Context: an optimization exercise on an open-source flow, tuned for small area and a short achievable clock period. The choices shown serve that exercise and are no tape-out recipe. Only simulation tests tie the RTL to the original design; equivalence was not proved. Power is estimated from default activity; no workload was simulated.

v31:
==> flow/design.v <==
module btb_sat #(
   parameter int ENTRIES  = 8,
   parameter int IDX_W    = 3,
   parameter int PC_W     = 32,
   parameter int CNT_W    = 2,
   parameter int CNT_INIT = 2
) (
   input  logic            clk,
   input  logic            reset,
   input  logic [PC_W-1:0] pc_in,
   output logic            hit,
   output logic            token,
   output logic [PC_W-1:0] next_pc_out,
   input  logic            is_req_pc,
   input  logic [PC_W-1:0] req_pc,
   input  logic [PC_W-1:0] predict_target,
   input  logic            req_taken,
   input  logic            flush
);
   logic [PC_W-1:0]  tag    [ENTRIES];
   logic [PC_W-1:0]  target [ENTRIES];
   logic [CNT_W-1:0] cnt    [ENTRIES];
   logic [IDX_W-1:0] ptr;
   logic             full;
   logic [ENTRIES-1:0] valid;
   logic [ENTRIES-1:0] f_match;
   logic [ENTRIES-1:0] f_sel;
   logic [ENTRIES-1:0] u_match;
   logic               u_hit;
   logic               alloc;
   logic [PC_W-1:0]    f_target;
   always_comb begin
      for (int i = 0; i < ENTRIES; i++) begin
         valid[i]   = full || (ptr > IDX_W'(i));
         f_match[i] = valid[i] && (tag[i] == pc_in);
         f_sel[i]   = f_match[i] && cnt[i][CNT_W-1];
         u_match[i] = valid[i] && (tag[i] == req_pc);
      end
   end
   assign u_hit = |u_match;
   assign alloc = is_req_pc && req_taken && !u_hit;
   always_comb begin
      f_target = '0;
      for (int i = 0; i < ENTRIES; i++) begin
         f_target = f_target | ({PC_W{f_sel[i]}} & target[i]);
      end
   end
   assign hit         = |f_match;
   assign token       = |f_sel;
   assign next_pc_out = token ? f_target : pc_in;
   always_ff @(posedge clk) begin
      if (reset || flush) begin
         ptr  <= '0;
         full <= 1'b0;
      end else if (alloc) begin
         ptr <= ptr + IDX_W'(1);
         if (ptr == IDX_W'(ENTRIES - 1)) begin
            full <= 1'b1;
         end
      end
   end
   always_ff @(posedge clk) begin
      for (int i = 0; i < ENTRIES; i++) begin
         if (is_req_pc) begin
            if (u_match[i]) begin
               if (req_taken) begin
                  tag[i]    <= req_pc;
                  target[i] <= predict_target;
                  if (cnt[i] != '1) cnt[i] <= cnt[i] + CNT_W'(1);
               end else begin
                  if (cnt[i] != '0) cnt[i] <= cnt[i] - CNT_W'(1);
               end
            end else if (alloc && ptr == IDX_W'(i)) begin
               tag[i]    <= req_pc;
               target[i] <= predict_target;
               cnt[i]    <= CNT_W'(CNT_INIT);
            end
         end
      end
   end
endmodule
export LEC_CHECK = 0
export ABC_CLOCK_PERIOD_IN_PS = 4000
export CAP_MARGIN = 20
export CORE_MARGIN = 2
export CORE_UTILIZATION = 65
export PLACE_DENSITY = 0.75
export SETUP_SLACK_MARGIN = 3.0
export SLEW_MARGIN = 20
create_clock -name core_clock -period 8.0 [get_ports {clk}]
standard.sh (not shown) runs the stock make flow with config.mk's settings and CLKGATE_MAP_FILE= SYNTH_SCRIPT=/design/flow/synth_recipe.tcl, a recipe that flattens the netlist after the stock synthesis.
==> flow/flow/run.sh <==
#!/bin/bash
set -euo pipefail
export BUFFER_PORTS_ARGS="-buffer_cell sky130_fd_sc_hd__buf_2"
export CTS_ARGS="-sink_clustering_enable -repair_clock_nets -dont_use_dummy_load -sink_clustering_size 20 -sink_clustering_max_diameter 80"
bash standard.sh > standard.log 2>&1
v31 closes out successfully: all stages finished, all timing, DRC and antenna checks passed.
What v16 does differently from v31 at the input level:
Settings: a deleted PLACE_DENSITY that had been 0.75; a change of CORE_UTILIZATION from 65 to 75; a change of SETUP_SLACK_MARGIN from 3.0 to 5.0; a change of ABC_CLOCK_PERIOD_IN_PS from 4000 to 2500.
==> flow/run.sh (new file) <==
#!/bin/bash
# synth_recipe.tcl (not shown) runs the flow's synth.tcl, then flattens the netlist and writes it again
# the make line also repeats each setting of config.mk as NAME=value (left out here)
make -C /OpenROAD-flow-scripts/flow DESIGN_CONFIG=/design/flow/config.mk WORK_HOME=/design/flow/orfs CLKGATE_MAP_FILE= SYNTH_SCRIPT=/design/flow/synth_recipe.tcl finish
removed: flow/flow/run.sh
removed: flow/standard.sh
==> comparison <==
- The sole clean run among v31 and v16 is v31.
- What ended v16 was a tool error in clock tree synthesis; the run never finished.
- On number of different library cells in the post-synthesis netlist, v16 tracks v31 almost exactly.
- The half-perimeter wire length after placement number comes out higher for v31 vs v16.
- Number of cells upsized or downsized after cts in v16 is about 470% above v31.
- Relative to v31, the number of placement rows measured on v16 has decreased by a little under 10%.
## Diff of input files: v19 against v16
Settings: CORE_UTILIZATION now 65, was 75; SETUP_SLACK_MARGIN now 1.5, was 5.0; ABC_CLOCK_PERIOD_IN_PS now 4000, was 2500.
==> flow/flow/run.sh (new file) <==
#!/bin/bash
set -euo pipefail
export BUFFER_PORTS_ARGS="-buffer_cell sky130_fd_sc_hd__buf_2"
export CTS_ARGS="-sink_clustering_enable -repair_clock_nets -dont_use_dummy_load -sink_clustering_size 20 -sink_clustering_max_diameter 80"
bash standard.sh > standard.log 2>&1
==> flow/standard.sh (new file) <==
#!/bin/bash
# synth_recipe.tcl (not shown) runs the flow's synth.tcl, then flattens the netlist and writes it again
# the make line also repeats each setting of config.mk as NAME=value (left out here)
make -C /OpenROAD-flow-scripts/flow DESIGN_CONFIG=/design/flow/config.mk WORK_HOME=/design/flow/orfs CLKGATE_MAP_FILE= SYNTH_SCRIPT=/design/flow/synth_recipe.tcl "${@:-finish}"
removed: flow/run.sh
--- outcome ---
For the die width, v19 came in 13 microns higher than v16 did. The post-detailed-placement cell area in v19 was lower than what v16 gave. Compared v19 against v16; summed instance area of the synthesized netlist within noise. Per the final summary, v19 finished and its layout is clean on timing, DRC and antenna.
Relative to v19, the following input files were edited for v27:
Settings: SETUP_SLACK_MARGIN now 2.0, was 1.5.
--- outcome ---
v19 tops out at a lower clock frequency than v27. Total power per unit cell area in v27 vs v19: down about 0.9%. Diff v27..v19 | clock sink count | unchanged. [v27 vs v19] wire length on met1: lower in v27.

* * *

## run 1
Starts from the design.v that is shown in full above.
export LEC_CHECK = 0
export ABC_CLOCK_PERIOD_IN_PS = 4000
export CAP_MARGIN = 20
export CORE_MARGIN = 2
export CORE_UTILIZATION = 65
export SETUP_SLACK_MARGIN = 3.0
export SLEW_MARGIN = 20
create_clock -name core_clock -period 8.0 [get_ports {clk}]
==> flow/flow/run.sh <==
#!/bin/bash
set -euo pipefail
export BUFFER_PORTS_ARGS="-buffer_cell sky130_fd_sc_hd__buf_2"
export RECOVER_POWER=100
bash standard.sh > standard.log 2>&1
Status run 1: flow complete, layout not clean - max-capacitance violations, max-slew violations
### run 1 -> run 2
# run 1
export LEC_CHECK = 0
export ABC_CLOCK_PERIOD_IN_PS = 4000
export CAP_MARGIN = 20
export CORE_MARGIN = 2
export CORE_UTILIZATION = 65
export SETUP_SLACK_MARGIN = 3.0
export SLEW_MARGIN = 20
create_clock -name core_clock -period 8.0 [get_ports {clk}]
# run 2
export LEC_CHECK = 0
export ABC_CLOCK_PERIOD_IN_PS = 4000
export CAP_MARGIN = 20
export CORE_MARGIN = 2
export CORE_UTILIZATION = 68
export SETUP_SLACK_MARGIN = 2.5
export SLEW_MARGIN = 20
create_clock -name core_clock -period 8.0 [get_ports {clk}]
==> flow/flow/run.sh <==
#!/bin/bash
set -euo pipefail
export BUFFER_PORTS_ARGS="-buffer_cell sky130_fd_sc_hd__buf_2"
export CTS_ARGS="-sink_clustering_enable -repair_clock_nets -dont_use_dummy_load -sink_clustering_size 25 -sink_clustering_max_diameter 90"
PLATFORM_DONT_USE="sky130_fd_sc_hd__probe_p_8 sky130_fd_sc_hd__probec_p_8 sky130_fd_sc_hd__lpflow_bleeder_1 sky130_fd_sc_hd__lpflow_clkbufkapwr_1 sky130_fd_sc_hd__lpflow_clkbufkapwr_16 sky130_fd_sc_hd__lpflow_clkbufkapwr_2 sky130_fd_sc_hd__lpflow_clkbufkapwr_4 sky130_fd_sc_hd__lpflow_clkbufkapwr_8 sky130_fd_sc_hd__lpflow_clkinvkapwr_1 sky130_fd_sc_hd__lpflow_clkinvkapwr_16 sky130_fd_sc_hd__lpflow_clkinvkapwr_2 sky130_fd_sc_hd__lpflow_clkinvkapwr_4 sky130_fd_sc_hd__lpflow_clkinvkapwr_8 sky130_fd_sc_hd__lpflow_decapkapwr_12 sky130_fd_sc_hd__lpflow_decapkapwr_3 sky130_fd_sc_hd__lpflow_decapkapwr_4 sky130_fd_sc_hd__lpflow_decapkapwr_6 sky130_fd_sc_hd__lpflow_decapkapwr_8 sky130_fd_sc_hd__lpflow_inputiso0n_1 sky130_fd_sc_hd__lpflow_inputiso0p_1 sky130_fd_sc_hd__lpflow_inputiso1n_1 sky130_fd_sc_hd__lpflow_inputiso1p_1 sky130_fd_sc_hd__lpflow_inputisolatch_1 sky130_fd_sc_hd__lpflow_isobufsrc_1 sky130_fd_sc_hd__lpflow_isobufsrc_16 sky130_fd_sc_hd__lpflow_isobufsrc_2 sky130_fd_sc_hd__lpflow_isobufsrc_4 sky130_fd_sc_hd__lpflow_isobufsrc_8 sky130_fd_sc_hd__lpflow_isobufsrckapwr_16 sky130_fd_sc_hd__lpflow_lsbuf_lh_hl_isowell_tap_1 sky130_fd_sc_hd__lpflow_lsbuf_lh_hl_isowell_tap_2 sky130_fd_sc_hd__lpflow_lsbuf_lh_hl_isowell_tap_4 sky130_fd_sc_hd__lpflow_lsbuf_lh_isowell_4 sky130_fd_sc_hd__lpflow_lsbuf_lh_isowell_tap_1 sky130_fd_sc_hd__lpflow_lsbuf_lh_isowell_tap_2 sky130_fd_sc_hd__lpflow_lsbuf_lh_isowell_tap_4"
EXTRA_DONT_USE="sky130_fd_sc_hd__nor4_1 sky130_fd_sc_hd__nor4_2 sky130_fd_sc_hd__nor4_4 sky130_fd_sc_hd__nor4b_1 sky130_fd_sc_hd__nor4b_2 sky130_fd_sc_hd__nor4b_4 sky130_fd_sc_hd__nor4bb_1 sky130_fd_sc_hd__nor4bb_2 sky130_fd_sc_hd__nor4bb_4"
bash standard.sh "DONT_USE_CELLS=$PLATFORM_DONT_USE $EXTRA_DONT_USE" finish > standard.log 2>&1
Notes after the runs:
Run 2: done, clean on timing, DRC and antenna. Run 1 -> stages 100% | layout checks FAIL | max-capacitance violations, max-slew violations. Run 1 -> run 2: share of synthesized registers carrying an async set or reset delta 0, exact match. Run 2: proportion of synthesized chip area in sequential cells 0.56 points below run 1. Relative to run 1, run 2 improves maximum frequency. Going from run 1 to run 2, synthesized area grew slightly. Compared with run 1, in run 2 register share of total power climbed 9.4 points; xor and xnor fraction of the mapped netlist area dropped 0.16 points; clock tree buffer count of the final layout dropped 48. Looking at final design instance area without fill across run 2 and run 1, the one that comes out lower is run 2. Per the comparison of run 2 with run 1, via count now smaller; number of H-tree levels lower; share of total power in combinational logic +1.2 points.
--- input diff run 2..run 3 ---
# run 2
export LEC_CHECK = 0
export ABC_CLOCK_PERIOD_IN_PS = 4000
export CAP_MARGIN = 20
export CORE_MARGIN = 2
export CORE_UTILIZATION = 68
export SETUP_SLACK_MARGIN = 2.5
export SLEW_MARGIN = 20
create_clock -name core_clock -period 8.0 [get_ports {clk}]
# run 3
export LEC_CHECK = 0
export ABC_CLOCK_PERIOD_IN_PS = 4000
export CAP_MARGIN = 20
export CORE_MARGIN = 2
export CORE_UTILIZATION = 65
export SETUP_SLACK_MARGIN = 2.2
export SLEW_MARGIN = 20
create_clock -name core_clock -period 8.0 [get_ports {clk}]
--- a/flow/flow/run.sh
+++ b/flow/flow/run.sh
@@ -6,2 +6,3 @@
 EXTRA_DONT_USE="sky130_fd_sc_hd__nor4_1 sky130_fd_sc_hd__nor4_2 sky130_fd_sc_hd__nor4_4 sky130_fd_sc_hd__nor4b_1 sky130_fd_sc_hd__nor4b_2 sky130_fd_sc_hd__nor4b_4 sky130_fd_sc_hd__nor4bb_1 sky130_fd_sc_hd__nor4bb_2 sky130_fd_sc_hd__nor4bb_4"
+export GLOBAL_PLACEMENT_ARGS="-timing_driven_net_weight_max 5 -timing_driven_nets_percentage 20"
 bash standard.sh "DONT_USE_CELLS=$PLATFORM_DONT_USE $EXTRA_DONT_USE" finish > standard.log 2>&1
## What came out
For the normalized max-slew margin, run 3 came in 0.30 points lower than run 2 did. In run 3, chip width is higher than in run 2. The higher number of iterations in the first detailed-routing pass of run 3 and run 2 is in run 2. Between run 3 and run 2, wire length is higher for run 3, run 2 comes in under that. Looking at height of the chip, run 3 sits about 2.2% higher than run 2 does. Of run 3 and run 2, the lower area growth from synthesis to layout belongs to run 3. Run 3 -> run 2: clock tree buffer depth delta 0, exact match. Final critical-path share of the clock period, run 3 and run 2: higher on run 3. Count of clock-buffer cells in the layout, run 3 and run 2: lower on run 3. Placeable core area: run 3 and run 2 compared, higher one is run 3.
diff inputs: run 3 => run 4
# run 3
export LEC_CHECK = 0
export ABC_CLOCK_PERIOD_IN_PS = 4000
export CAP_MARGIN = 20
export CORE_MARGIN = 2
export CORE_UTILIZATION = 65
export SETUP_SLACK_MARGIN = 2.2
export SLEW_MARGIN = 20
create_clock -name core_clock -period 8.0 [get_ports {clk}]
# run 4
export LEC_CHECK = 0
export ABC_CLOCK_PERIOD_IN_PS = 4000
export CAP_MARGIN = 20
export CORE_MARGIN = 2
export CORE_UTILIZATION = 65
export SETUP_SLACK_MARGIN = 3.0
export SLEW_MARGIN = 20
create_clock -name core_clock -period 8.0 [get_ports {clk}]
==> flow/run.sh (new file) <==
#!/bin/bash
# synth_recipe.tcl (not shown) runs the flow's synth.tcl, then flattens the netlist and writes it again
# the make line also repeats each setting of config.mk as NAME=value (left out here)
make -C /OpenROAD-flow-scripts/flow DESIGN_CONFIG=/design/flow/config.mk WORK_HOME=/design/flow/orfs CLKGATE_MAP_FILE= SYNTH_SCRIPT=/design/flow/synth_recipe.tcl finish
removed: flow/flow/run.sh
removed: flow/standard.sh
Findings:
Going from run 3 to run 4, layout net count grows by 12%.
| post-synthesis area per instance | lower: run 4 |
Run 4 has area growth from synthesis to layout above what run 3 had.
Compared with run 3, in run 4 post-route core utilization increased by 11 points relative to the old numbers; pin count of the biggest net entering global routing level; effective utilization at floorplan decreased by 0.27 points relative to the old numbers.
[compare] base=run 3 new=run 4: power consumed by sequential cells held, critical path depth went up 3.

* * *

exp/juniper:
// btb_sat: RTL as listed in full above, without the edits since
clock: 8.0 ns
lec_check: 0
cap_margin: 20
core_margin: 2
core_utilization: 55
setup_slack_margin: 3.0
slew_margin: 20
==> flow/flow/run.sh <==
#!/bin/bash
set -euo pipefail
export BUFFER_PORTS_ARGS="-buffer_cell sky130_fd_sc_hd__buf_2"
export CTS_ARGS="-sink_clustering_enable -repair_clock_nets -dont_use_dummy_load -sink_clustering_size 20 -sink_clustering_max_diameter 80"
bash standard.sh > standard.log 2>&1
The flow did not stop early for exp/juniper: all stages ran, and the layout cleared the timing, design-rule and antenna checks.
Input-level comparison between exp/quartz and exp/juniper:
Settings: SETUP_SLACK_MARGIN changed from 3.0 to 2.5; ABC_CLOCK_PERIOD_IN_PS newly set to 4000; CORE_UTILIZATION changed from 55 to 65.
==> flow/flow/run.sh <==
#!/bin/bash
set -euo pipefail
export BUFFER_PORTS_ARGS="-buffer_cell sky130_fd_sc_hd__buf_2"
export CTS_ARGS="-sink_clustering_enable -repair_clock_nets -dont_use_dummy_load -sink_clustering_size 25 -sink_clustering_max_diameter 90"
PLATFORM_DONT_USE="sky130_fd_sc_hd__probe_p_8 sky130_fd_sc_hd__probec_p_8 sky130_fd_sc_hd__lpflow_bleeder_1 sky130_fd_sc_hd__lpflow_clkbufkapwr_1 sky130_fd_sc_hd__lpflow_clkbufkapwr_16 sky130_fd_sc_hd__lpflow_clkbufkapwr_2 sky130_fd_sc_hd__lpflow_clkbufkapwr_4 sky130_fd_sc_hd__lpflow_clkbufkapwr_8 sky130_fd_sc_hd__lpflow_clkinvkapwr_1 sky130_fd_sc_hd__lpflow_clkinvkapwr_16 sky130_fd_sc_hd__lpflow_clkinvkapwr_2 sky130_fd_sc_hd__lpflow_clkinvkapwr_4 sky130_fd_sc_hd__lpflow_clkinvkapwr_8 sky130_fd_sc_hd__lpflow_decapkapwr_12 sky130_fd_sc_hd__lpflow_decapkapwr_3 sky130_fd_sc_hd__lpflow_decapkapwr_4 sky130_fd_sc_hd__lpflow_decapkapwr_6 sky130_fd_sc_hd__lpflow_decapkapwr_8 sky130_fd_sc_hd__lpflow_inputiso0n_1 sky130_fd_sc_hd__lpflow_inputiso0p_1 sky130_fd_sc_hd__lpflow_inputiso1n_1 sky130_fd_sc_hd__lpflow_inputiso1p_1 sky130_fd_sc_hd__lpflow_inputisolatch_1 sky130_fd_sc_hd__lpflow_isobufsrc_1 sky130_fd_sc_hd__lpflow_isobufsrc_16 sky130_fd_sc_hd__lpflow_isobufsrc_2 sky130_fd_sc_hd__lpflow_isobufsrc_4 sky130_fd_sc_hd__lpflow_isobufsrc_8 sky130_fd_sc_hd__lpflow_isobufsrckapwr_16 sky130_fd_sc_hd__lpflow_lsbuf_lh_hl_isowell_tap_1 sky130_fd_sc_hd__lpflow_lsbuf_lh_hl_isowell_tap_2 sky130_fd_sc_hd__lpflow_lsbuf_lh_hl_isowell_tap_4 sky130_fd_sc_hd__lpflow_lsbuf_lh_isowell_4 sky130_fd_sc_hd__lpflow_lsbuf_lh_isowell_tap_1 sky130_fd_sc_hd__lpflow_lsbuf_lh_isowell_tap_2 sky130_fd_sc_hd__lpflow_lsbuf_lh_isowell_tap_4"
EXTRA_DONT_USE="sky130_fd_sc_hd__nor4_1 sky130_fd_sc_hd__nor4_2 sky130_fd_sc_hd__nor4_4 sky130_fd_sc_hd__nor4b_1 sky130_fd_sc_hd__nor4b_2 sky130_fd_sc_hd__nor4b_4 sky130_fd_sc_hd__nor4bb_1 sky130_fd_sc_hd__nor4bb_2 sky130_fd_sc_hd__nor4bb_4"
export GLOBAL_PLACEMENT_ARGS="-timing_driven_net_weight_max 3 -timing_driven_nets_percentage 20"
bash standard.sh "DONT_USE_CELLS=$PLATFORM_DONT_USE $EXTRA_DONT_USE" finish > standard.log 2>&1
[summary]
exp/quartz: full flow OK, the timing, design-rule and antenna checks passed
Top fanout value on the critical path delta for exp/quartz relative to exp/juniper: 23 higher
Sort exp/quartz and exp/juniper by utilization after layout, ascending, and exp/juniper comes first.
On exp/quartz: minimum clock period is 0.17 ns lower than what exp/juniper gave.
Comparing exp/quartz and exp/juniper, combinational group share of total power is lower on exp/quartz.
The master of the slowest instance on the critical path comes out nor4_4 in one run and xnor2_1 in the other, namely in exp/juniper and exp/quartz respectively.
The count of placed standard cells in the final layout, fillers left out reported for exp/quartz is smaller than that of exp/juniper by 9.8%.
Edits applied to the flow inputs when going from exp/quartz to exp/delta:
==> flow/flow/run.sh <==
#!/bin/bash
set -euo pipefail
export BUFFER_PORTS_ARGS="-buffer_cell sky130_fd_sc_hd__buf_1"
export CTS_ARGS="-sink_clustering_enable -repair_clock_nets -dont_use_dummy_load -sink_clustering_size 20 -sink_clustering_max_diameter 80"
PLATFORM_DONT_USE="sky130_fd_sc_hd__probe_p_8 sky130_fd_sc_hd__probec_p_8 sky130_fd_sc_hd__lpflow_bleeder_1 sky130_fd_sc_hd__lpflow_clkbufkapwr_1 sky130_fd_sc_hd__lpflow_clkbufkapwr_16 sky130_fd_sc_hd__lpflow_clkbufkapwr_2 sky130_fd_sc_hd__lpflow_clkbufkapwr_4 sky130_fd_sc_hd__lpflow_clkbufkapwr_8 sky130_fd_sc_hd__lpflow_clkinvkapwr_1 sky130_fd_sc_hd__lpflow_clkinvkapwr_16 sky130_fd_sc_hd__lpflow_clkinvkapwr_2 sky130_fd_sc_hd__lpflow_clkinvkapwr_4 sky130_fd_sc_hd__lpflow_clkinvkapwr_8 sky130_fd_sc_hd__lpflow_decapkapwr_12 sky130_fd_sc_hd__lpflow_decapkapwr_3 sky130_fd_sc_hd__lpflow_decapkapwr_4 sky130_fd_sc_hd__lpflow_decapkapwr_6 sky130_fd_sc_hd__lpflow_decapkapwr_8 sky130_fd_sc_hd__lpflow_inputiso0n_1 sky130_fd_sc_hd__lpflow_inputiso0p_1 sky130_fd_sc_hd__lpflow_inputiso1n_1 sky130_fd_sc_hd__lpflow_inputiso1p_1 sky130_fd_sc_hd__lpflow_inputisolatch_1 sky130_fd_sc_hd__lpflow_isobufsrc_1 sky130_fd_sc_hd__lpflow_isobufsrc_16 sky130_fd_sc_hd__lpflow_isobufsrc_2 sky130_fd_sc_hd__lpflow_isobufsrc_4 sky130_fd_sc_hd__lpflow_isobufsrc_8 sky130_fd_sc_hd__lpflow_isobufsrckapwr_16 sky130_fd_sc_hd__lpflow_lsbuf_lh_hl_isowell_tap_1 sky130_fd_sc_hd__lpflow_lsbuf_lh_hl_isowell_tap_2 sky130_fd_sc_hd__lpflow_lsbuf_lh_hl_isowell_tap_4 sky130_fd_sc_hd__lpflow_lsbuf_lh_isowell_4 sky130_fd_sc_hd__lpflow_lsbuf_lh_isowell_tap_1 sky130_fd_sc_hd__lpflow_lsbuf_lh_isowell_tap_2 sky130_fd_sc_hd__lpflow_lsbuf_lh_isowell_tap_4"
EXTRA_DONT_USE="sky130_fd_sc_hd__nor4_1 sky130_fd_sc_hd__nor4_2 sky130_fd_sc_hd__nor4_4 sky130_fd_sc_hd__nor4b_1 sky130_fd_sc_hd__nor4b_2 sky130_fd_sc_hd__nor4b_4 sky130_fd_sc_hd__nor4bb_1 sky130_fd_sc_hd__nor4bb_2 sky130_fd_sc_hd__nor4bb_4"
bash standard.sh "DONT_USE_CELLS=$PLATFORM_DONT_USE $EXTRA_DONT_USE" finish > standard.log 2>&1
Findings:
Between exp/delta and exp/quartz, first-pass GRT wire length is lower for exp/quartz, exp/delta comes in above that. exp/delta vs exp/quartz: number of antenna violations at the first check in global routing down in exp/delta. Comparing exp/delta and exp/quartz, global-route total usage across every layer is lower on exp/quartz. exp/delta vs. exp/quartz: number of flip-flops and latches in the synthesized netlist now sits at about the same level; routed wire length now sits higher. Compared with exp/quartz, exp/delta shows a lower maximum fanout along the worst path. Comparing area of all placed cells without fillers for exp/delta and exp/quartz, the smaller number came from exp/quartz. In the tables for exp/delta and exp/quartz, part of the cycle the worst path needs reads lower with exp/quartz. Re proportion of power drawn by the clock network: exp/quartz was lower than exp/delta. exp/delta against exp/quartz; layout buffer count excluding clock buffers is up by more than half. Against exp/quartz, exp/delta comes in 0.92 points lower on fraction of area in multi-input gates.
Input changes introduced in exp/harbor (baseline for comparison: exp/delta):
Settings: CORE_ASPECT_RATIO newly set to 2.0.
diff --git a/flow/flow/run.sh b/flow/flow/run.sh
--- a/flow/flow/run.sh
+++ b/flow/flow/run.sh
@@ -2,4 +2,4 @@
 set -euo pipefail
-export BUFFER_PORTS_ARGS="-buffer_cell sky130_fd_sc_hd__buf_1"
-export CTS_ARGS="-sink_clustering_enable -repair_clock_nets -dont_use_dummy_load -sink_clustering_size 20 -sink_clustering_max_diameter 80"
+export BUFFER_PORTS_ARGS="-buffer_cell sky130_fd_sc_hd__buf_2"
+export CTS_ARGS="-sink_clustering_enable -repair_clock_nets -dont_use_dummy_load -sink_clustering_size 25 -sink_clustering_max_diameter 90"
 PLATFORM_DONT_USE="sky130_fd_sc_hd__probe_p_8 sky130_fd_sc_hd__probec_p_8 sky130_fd_sc_hd__lpflow_bleeder_1 sky130_fd_sc_hd__lpflow_clkbufkapwr_1 sky130_fd_sc_hd__lpflow_clkbufkapwr_16 sky130_fd_sc_hd__lpflow_clkbufkapwr_2 sky130_fd_sc_hd__lpflow_clkbufkapwr_4 sky130_fd_sc_hd__lpflow_clkbufkapwr_8 sky130_fd_sc_hd__lpflow_clkinvkapwr_1 sky130_fd_sc_hd__lpflow_clkinvkapwr_16 sky130_fd_sc_hd__lpflow_clkinvkapwr_2 sky130_fd_sc_hd__lpflow_clkinvkapwr_4 sky130_fd_sc_hd__lpflow_clkinvkapwr_8 sky130_fd_sc_hd__lpflow_decapkapwr_12 sky130_fd_sc_hd__lpflow_decapkapwr_3 sky130_fd_sc_hd__lpflow_decapkapwr_4 sky130_fd_sc_hd__lpflow_decapkapwr_6 sky130_fd_sc_hd__lpflow_decapkapwr_8 sky130_fd_sc_hd__lpflow_inputiso0n_1 sky130_fd_sc_hd__lpflow_inputiso0p_1 sky130_fd_sc_hd__lpflow_inputiso1n_1 sky130_fd_sc_hd__lpflow_inputiso1p_1 sky130_fd_sc_hd__lpflow_inputisolatch_1 sky130_fd_sc_hd__lpflow_isobufsrc_1 sky130_fd_sc_hd__lpflow_isobufsrc_16 sky130_fd_sc_hd__lpflow_isobufsrc_2 sky130_fd_sc_hd__lpflow_isobufsrc_4 sky130_fd_sc_hd__lpflow_isobufsrc_8 sky130_fd_sc_hd__lpflow_isobufsrckapwr_16 sky130_fd_sc_hd__lpflow_lsbuf_lh_hl_isowell_tap_1 sky130_fd_sc_hd__lpflow_lsbuf_lh_hl_isowell_tap_2 sky130_fd_sc_hd__lpflow_lsbuf_lh_hl_isowell_tap_4 sky130_fd_sc_hd__lpflow_lsbuf_lh_isowell_4 sky130_fd_sc_hd__lpflow_lsbuf_lh_isowell_tap_1 sky130_fd_sc_hd__lpflow_lsbuf_lh_isowell_tap_2 sky130_fd_sc_hd__lpflow_lsbuf_lh_isowell_tap_4"
==> results.txt <==
exp/harbor did not stop at any stage, and its layout met the timing, design-rule and antenna checks.
exp/delta -> exp/harbor: sum of overflow across all layers after global routing delta 0, exact match
Diff exp/delta -> exp/harbor: total power now smaller; synthesized cell count closely matched the old numbers; count of cells resized by post-cts repair has decreased.
| non-clock buffer area fraction after layout | exp/harbor vs exp/delta | 1.8 points lower |
Looking only at relative area change from synthesis to final layout, and setting everything else aside, the higher value of exp/harbor and exp/delta goes to exp/delta.
Inputs modified between exp/harbor and exp/maple:
Settings: changing SETUP_SLACK_MARGIN from 2.5 to 0.2; removing CORE_ASPECT_RATIO (formerly 2.0); changing CORE_UTILIZATION from 65 to 40; removing ABC_CLOCK_PERIOD_IN_PS (formerly 4000).
==> flow/run.sh (new file) <==
#!/bin/bash
# synth_recipe.tcl (not shown) runs the flow's synth.tcl, then flattens the netlist and writes it again
# the make line also repeats each setting of config.mk as NAME=value (left out here)
make -C /OpenROAD-flow-scripts/flow DESIGN_CONFIG=/design/flow/config.mk WORK_HOME=/design/flow/orfs CLKGATE_MAP_FILE= SYNTH_SCRIPT=/design/flow/synth_recipe.tcl finish
removed: flow/flow/run.sh
removed: flow/standard.sh
==> results.txt <==
The higher final total power of exp/maple and exp/harbor is in exp/maple.
Measured against exp/harbor, the non-clock buffer count of exp/maple comes out at 1.3 times the reference value.
Min area of the multi-input gates across exp/maple and exp/harbor: exp/maple
Diff exp/harbor -> exp/maple | endpoint arrival time on the critical path | increase of 1.67 ns

-- re-timing with driven ports --
The results above use ideal ports. As a check the final layouts listed here were re-extracted and re-timed, cells and wires unchanged. Step 1 sets driving cells, clkbuf_16 on the clock port and buf_2 on the other inputs (assumed; they add their load-dependent delay and slew). Step 2 times the ports against the registers' clock, not the clock port: input delays grow and output delays shrink by t, the midpoint of the rising clock arrivals with the driver on. a / b / c = ideal ports / drivers / drivers and shift; a / b = the first two.
| run | shift t [ns] | setup slack, ns | hold slack, ns | latest minus earliest clock arrival (ns) | pins driven straight from the clock port |
|---|---|---|---|---|---|
| v31 | 0.620 | 2.227 / 2.198 / 2.198 | 0.629 / 0.629 / 0.629 | 0.040 / 0.040 | 1 |
| v19 | 0.605 | 1.524 / 1.502 / 1.502 | 0.631 / 0.631 / 0.631 | 0.064 / 0.064 | 1 |
| v27 | 0.613 | 1.992 / 1.957 / 1.607 | 0.625 / 0.625 / 0.625 | 0.072 / 0.073 | 1 |
| run 1 | 0.654 | 1.449 / 1.388 / 0.877 | 0.621 / 0.621 / 0.621 | 0.023 / 0.022 | 1 |
| run 2 | 0.641 | 2.423 / 2.402 / 2.171 | 0.583 / 0.583 / 0.583 | 0.089 / 0.088 | 1 |
| run 3 | 0.635 | 2.175 / 2.152 / 2.152 | 0.584 / 0.584 / 0.584 | 0.046 / 0.046 | 1 |
| run 4 | 0.670 | 2.161 / 2.131 / 2.131 | 0.626 / 0.626 / 0.626 | 0.022 / 0.022 | 1 |
| exp/juniper | 0.626 | 2.294 / 2.238 / 2.238 | 0.627 / 0.627 / 0.627 | 0.056 / 0.056 | 1 |
| exp/quartz | 0.624 | 2.462 / 2.423 / 2.423 | 0.586 / 0.586 / 0.586 | 0.042 / 0.042 | 1 |
| exp/delta | 0.643 | 2.435 / 2.396 / 2.069 | 0.591 / 0.591 / 0.591 | 0.043 / 0.043 | 1 |
| exp/harbor | 0.613 | 2.426 / 2.388 / 1.967 | 0.612 / 0.612 / 0.612 | 0.068 / 0.068 | 1 |
| exp/maple | 0.679 | 0.763 / 0.739 / 0.739 | 0.624 / 0.624 / 0.624 | 0.041 / 0.041 | 1 |
The setup slack of run 1, which loses most, moves by -0.061 ns with the drivers and by -0.572 ns with both steps.
